Source: an optimization exercise on an open RTL-to-GDS flow (aim: small area, a short achievable clock period and few clock cycles per item). Production flows keep margins and buffers that such runs may drop. In this exercise RTL edits were held to simulation tests only and were not proved equivalent to the original. Power figures rest on the tool's default switching activity, not on a simulated workload.

== red ==
==> flow/design.v (excerpt) <==
module wallace_mult (
	input  logic                  clk,
	input  logic                  rst_n,
	input  logic                  in_valid,
	input  wallace_pkg::operand_t a,
	input  wallace_pkg::operand_t b,
	output logic                  in_credit,
	output logic                  out_valid,
	output wallace_pkg::product_t product,
	input  logic                  out_credit
);
	localparam int NS = 3;
	logic [NS-1:0] load;
	wallace_pkg::product_t sum_product;
	csa_layer u_csa (
		.clk  (clk),
		.en   (load),
		.a    (a),
		.b    (b),
		.product (sum_product)
	);
	result_buffer #(.NS(NS)) u_result_buffer (
		.clk        (clk),
		.rst_n      (rst_n),
		.in_valid   (in_valid),
		.push_data  (sum_product),
		.out_credit (out_credit),
		.load       (load),
		.out_valid  (out_valid),
		.product    (product),
		.in_credit  (in_credit)
	);
endmodule
==> flow/config.mk <==
export PLATFORM = sky130hd
export DESIGN_NAME = wallace_mult
export DESIGN_NICKNAME = wallace_mult
export VERILOG_FILES = /design/flow/design.v
export SDC_FILE = /design/flow/constraint.sdc
export NUM_CORES = 4
export LEC_CHECK = 0
export ABC_AREA = 1
export CAP_MARGIN = 20
export CORE_MARGIN = 2
export CORE_UTILIZATION = 40
export CTS_CLUSTER_DIAMETER = 80
export CTS_CLUSTER_SIZE = 30
export SETUP_SLACK_MARGIN = 1.8
export SLEW_MARGIN = 20
export TNS_END_PERCENT = 20
==> flow/constraint.sdc <==
create_clock -name core_clock -period 4.0 [get_ports {clk}]
set_input_delay 0.8000 -clock core_clock [delete_from_list [all_inputs] [get_ports {clk}]]
set_output_delay 0.8000 -clock core_clock [all_outputs]
set_load 0.01 [all_outputs]
run.sh (not shown) runs the stock make flow with config.mk's settings and CLKGATE_MAP_FILE= SYNTH_SCRIPT=/design/flow/synth_recipe.tcl, a recipe that flattens the netlist after the stock synthesis.
Testbench counts of red, summed over its fixed seeds: cycles 3,232, items 3,200.
> inputs changed (red -> blue)
Settings: removing TNS_END_PERCENT (formerly 20).
Findings:
blue vs. red: worst setup slack for register-to-register paths stayed essentially flat, number of clock buffers in the layout stayed essentially flat, portion of the layout cell area used by non-clock buffers fell by 0.92 points.
Hold slack in blue vs red: down 12 ps
Critical path class = reg -> out: red; critical path class = reg -> reg: blue
Relative to blue, the following input files were edited for green:
Settings: a deleted ABC_AREA that had been 1.
### Flow results
From blue to green the numbers moved as follows: count of clock-buffer cells in the layout moved up; critical path depth went down by 1. Run comparison: green topmost layer with routed signal wires met5; blue topmost layer with routed signal wires met4. Between green and blue, post-synthesis net count is higher for blue, green comes in under that. The final reports for green and blue show share of total power in the clock network higher in the former.

---

build 37:
Starting RTL as in the previous note.
==> flow/design.v (excerpt) <==
module wallace_mult (
	input  logic                  clk,
	input  logic                  rst_n,
	input  logic                  in_valid,
	input  wallace_pkg::operand_t a,
	input  wallace_pkg::operand_t b,
	output logic                  in_credit,
	output logic                  out_valid,
	output wallace_pkg::product_t product,
	input  logic                  out_credit
);
export LEC_CHECK = 0
export CAP_MARGIN = 20
export CORE_MARGIN = 2
export CORE_UTILIZATION = 40
export SETUP_SLACK_MARGIN = 2.0
export SLEW_MARGIN = 20
create_clock -name core_clock -period 4.0 [get_ports {clk}]
Testbench counts of build 37, summed over its fixed seeds: cycles 3,232, items 3,200.
What build 67 does differently from build 37 at the input level:
- CTS_CLUSTER_SIZE: unset -> 30
- ABC_AREA: unset -> 1
- PLACE_DENSITY: unset -> 0.75
- CTS_CLUSTER_DIAMETER: unset -> 80
- SETUP_SLACK_MARGIN: 2.0 -> 1.8
Findings:
Power attributed to sequential cells on build 67 is down relative to build 37. Build 67 falls short of build 37 in total via count in the routed design. In the metrics for build 37 and build 67, the one carrying the lower delay of the slowest cell on the worst path is build 37. Build 67 ends up with lower internal power component than build 37 does. Compared to build 37, the router laid down less metal wire for build 67. Build 67 vs. build 37: worst hold path stage count moved down, synthesized area +280 sq um, final setup slack of the worst path went down, worst hold slack increased 0.011 ns. Combined global-route utilization of all metal layers across build 37 and build 67: no real change.
Here is what was changed in the inputs of build 84 compared with build 67.
- SETUP_SLACK_MARGIN: 1.8 -> 1.9
- PLACE_DENSITY: 0.75 -> unset
Notes after the runs:
From build 67 to build 84 the numbers moved as follows: pre-CTS worst setup slack +0.047 ns, slew at the pin closest to its max-slew limit higher, global-route wire length before repair has increased. Diff build 84 and build 67: synthesis-to-finish area growth higher in build 84. Taking build 67 as the reference, in build 84 final instance area increased about 5%; final cycle utilization of the critical path decreased 2.8 points; global-route track usage on met2 increased 0.88 points; sum of routed wire length over all layers increased 3.0 mm; reported sequential group power essentially unchanged. Changes observed in build 84 relative to build 67: inverter count of the layout excluding clock inverters increased 2, number of cells in the finished layout apart from fillers saw an increase.
Input changes introduced in build 35 (baseline for comparison: build 84):
- CTS_CLUSTER_SIZE: 30 -> unset
- SETUP_SLACK_MARGIN: 1.9 -> 1.6
- CTS_CLUSTER_DIAMETER: 80 -> unset
- ABC_AREA: 1 -> unset
==> comparison <==
The final layout from build 35, which completed every stage, passed the timing, DRC and antenna checks at the end of the flow. Where mapped cell area is concerned, build 84 is outperformed by build 35. Compared with build 84, build 35 shows a lower maximum frequency from static timing analysis. Row final area: build 35 lower / build 84 higher. Delta (build 35 minus build 84): clock network area share higher, layout overhead on the synthesized area went down by 5.3 points, buffers plus inverters on the worst setup path lower, weighted congestion reported at the end of routability-driven placement shows a reduction of 7.6%.

---

Starting RTL as in the previous note.
make LEC_CHECK=0 ABC_AREA=1 CAP_MARGIN=20 CORE_MARGIN=2 CORE_UTILIZATION=40 SETUP_SLACK_MARGIN=2.0 SLEW_MARGIN=20 finish   # period 4.0 ns
Testbench counts at the start, summed over its fixed seeds: cycles 3,232, items 3,200.
==> next run, changes <==
- SETUP_SLACK_MARGIN: 2.0 -> 1.8
Effect: Maximum frequency hardly moves; clock-buffer cell count grows by 3; via count shrinks by a few percent; sequential share of layout area grows by 3.5 points; utilization shrinks by 4.0 points.

---

wallace_mult again, from the RTL that the note above started with.
export LEC_CHECK = 0
export CAP_MARGIN = 20
export CORE_MARGIN = 2
export CORE_UTILIZATION = 40
export CTS_CLUSTER_DIAMETER = 100
export CTS_CLUSTER_SIZE = 40
export SETUP_SLACK_MARGIN = 1.8
export SLEW_MARGIN = 20
create_clock -name core_clock -period 4.0 [get_ports {clk}]
Testbench counts at the start, summed over its fixed seeds: cycles 3,232, items 3,200.
Then changed:
Settings changed: ABC_AREA from default to 1, CTS_CLUSTER_DIAMETER 100 to 80, CTS_CLUSTER_SIZE 40 to 30, SETUP_SLACK_MARGIN 1.8 to 1.7.
Effect: The new run passed the timing, DRC and antenna checks; sequential share of layout area went up by 0.62 points; synthesized cell count climbs by 21%; sequential power fell by about 3%; power rose by 0.93%; cell area decreases by 1.4%; synthesized area came out higher by 1.6%; core utilization falls by 1.6 points; worst setup slack gains 0.027 ns; critical path depth is lower by 6; non-clock buffer count drops by 79.

[separate check: timing with driven ports]
In the flow no input, the clock included, has a driving cell. The finished layouts below were timed again as built, in two steps. Step 1 (the two cells are an assumption about what drives the block):
set clk [get_ports {clk}]
set_driving_cell -lib_cell sky130_fd_sc_hd__clkbuf_16 $clk
set_driving_cell -lib_cell sky130_fd_sc_hd__buf_2 [delete_from_list [all_inputs] $clk]
Step 2 also shifts input and output timing later by t, the mid clock arrival at the registers, as if the neighbouring blocks saw the same clock. a / b / c = ideal ports / drivers / drivers and shift; a / b = the first two.
| run | shift t [ns] | slack for setup (ns) | hold WS [ns] | cell pins on the clock port's net |
|---|---|---|---|---|
| red | 0.583 | 1.654 / 1.604 / 1.202 | 0.461 / 0.461 / 0.461 | 1 |
| blue | 0.579 | 1.803 / 1.777 / 1.271 | 0.449 / 0.449 / 0.449 | 1 |
| green | 0.582 | 1.724 / 1.724 / 1.219 | 0.432 / 0.426 / 0.432 | 1 |
| build 37 | 0.597 | 1.731 / 1.731 / 1.189 | 0.421 / 0.410 / 0.421 | 1 |
| build 67 | 0.567 | 1.713 / 1.713 / 1.312 | 0.432 / 0.432 / 0.432 | 1 |
| build 84 | 0.582 | 1.823 / 1.823 / 1.397 | 0.427 / 0.427 / 0.427 | 1 |
| build 35 | 0.583 | 1.560 / 1.560 / 1.144 | 0.442 / 0.442 / 0.442 | 1 |
| the first run of note 3 | 0.576 | 1.779 / 1.779 / 1.537 | 0.420 / 0.420 / 0.420 | 1 |
| the second run of note 3 | 0.581 | 1.780 / 1.780 / 1.245 | 0.420 / 0.420 / 0.420 | 1 |
| the first run of note 4 | 0.556 | 1.733 / 1.701 / 1.210 | 0.443 / 0.441 / 0.443 | 1 |
| the second run of note 4 | 0.581 | 1.760 / 1.709 / 1.252 | 0.432 / 0.432 / 0.432 | 1 |
After both steps every run listed still meets setup and hold. The setup slack of build 37, which loses most, moves by 0.000 ns with the drivers and by -0.542 ns with both steps.
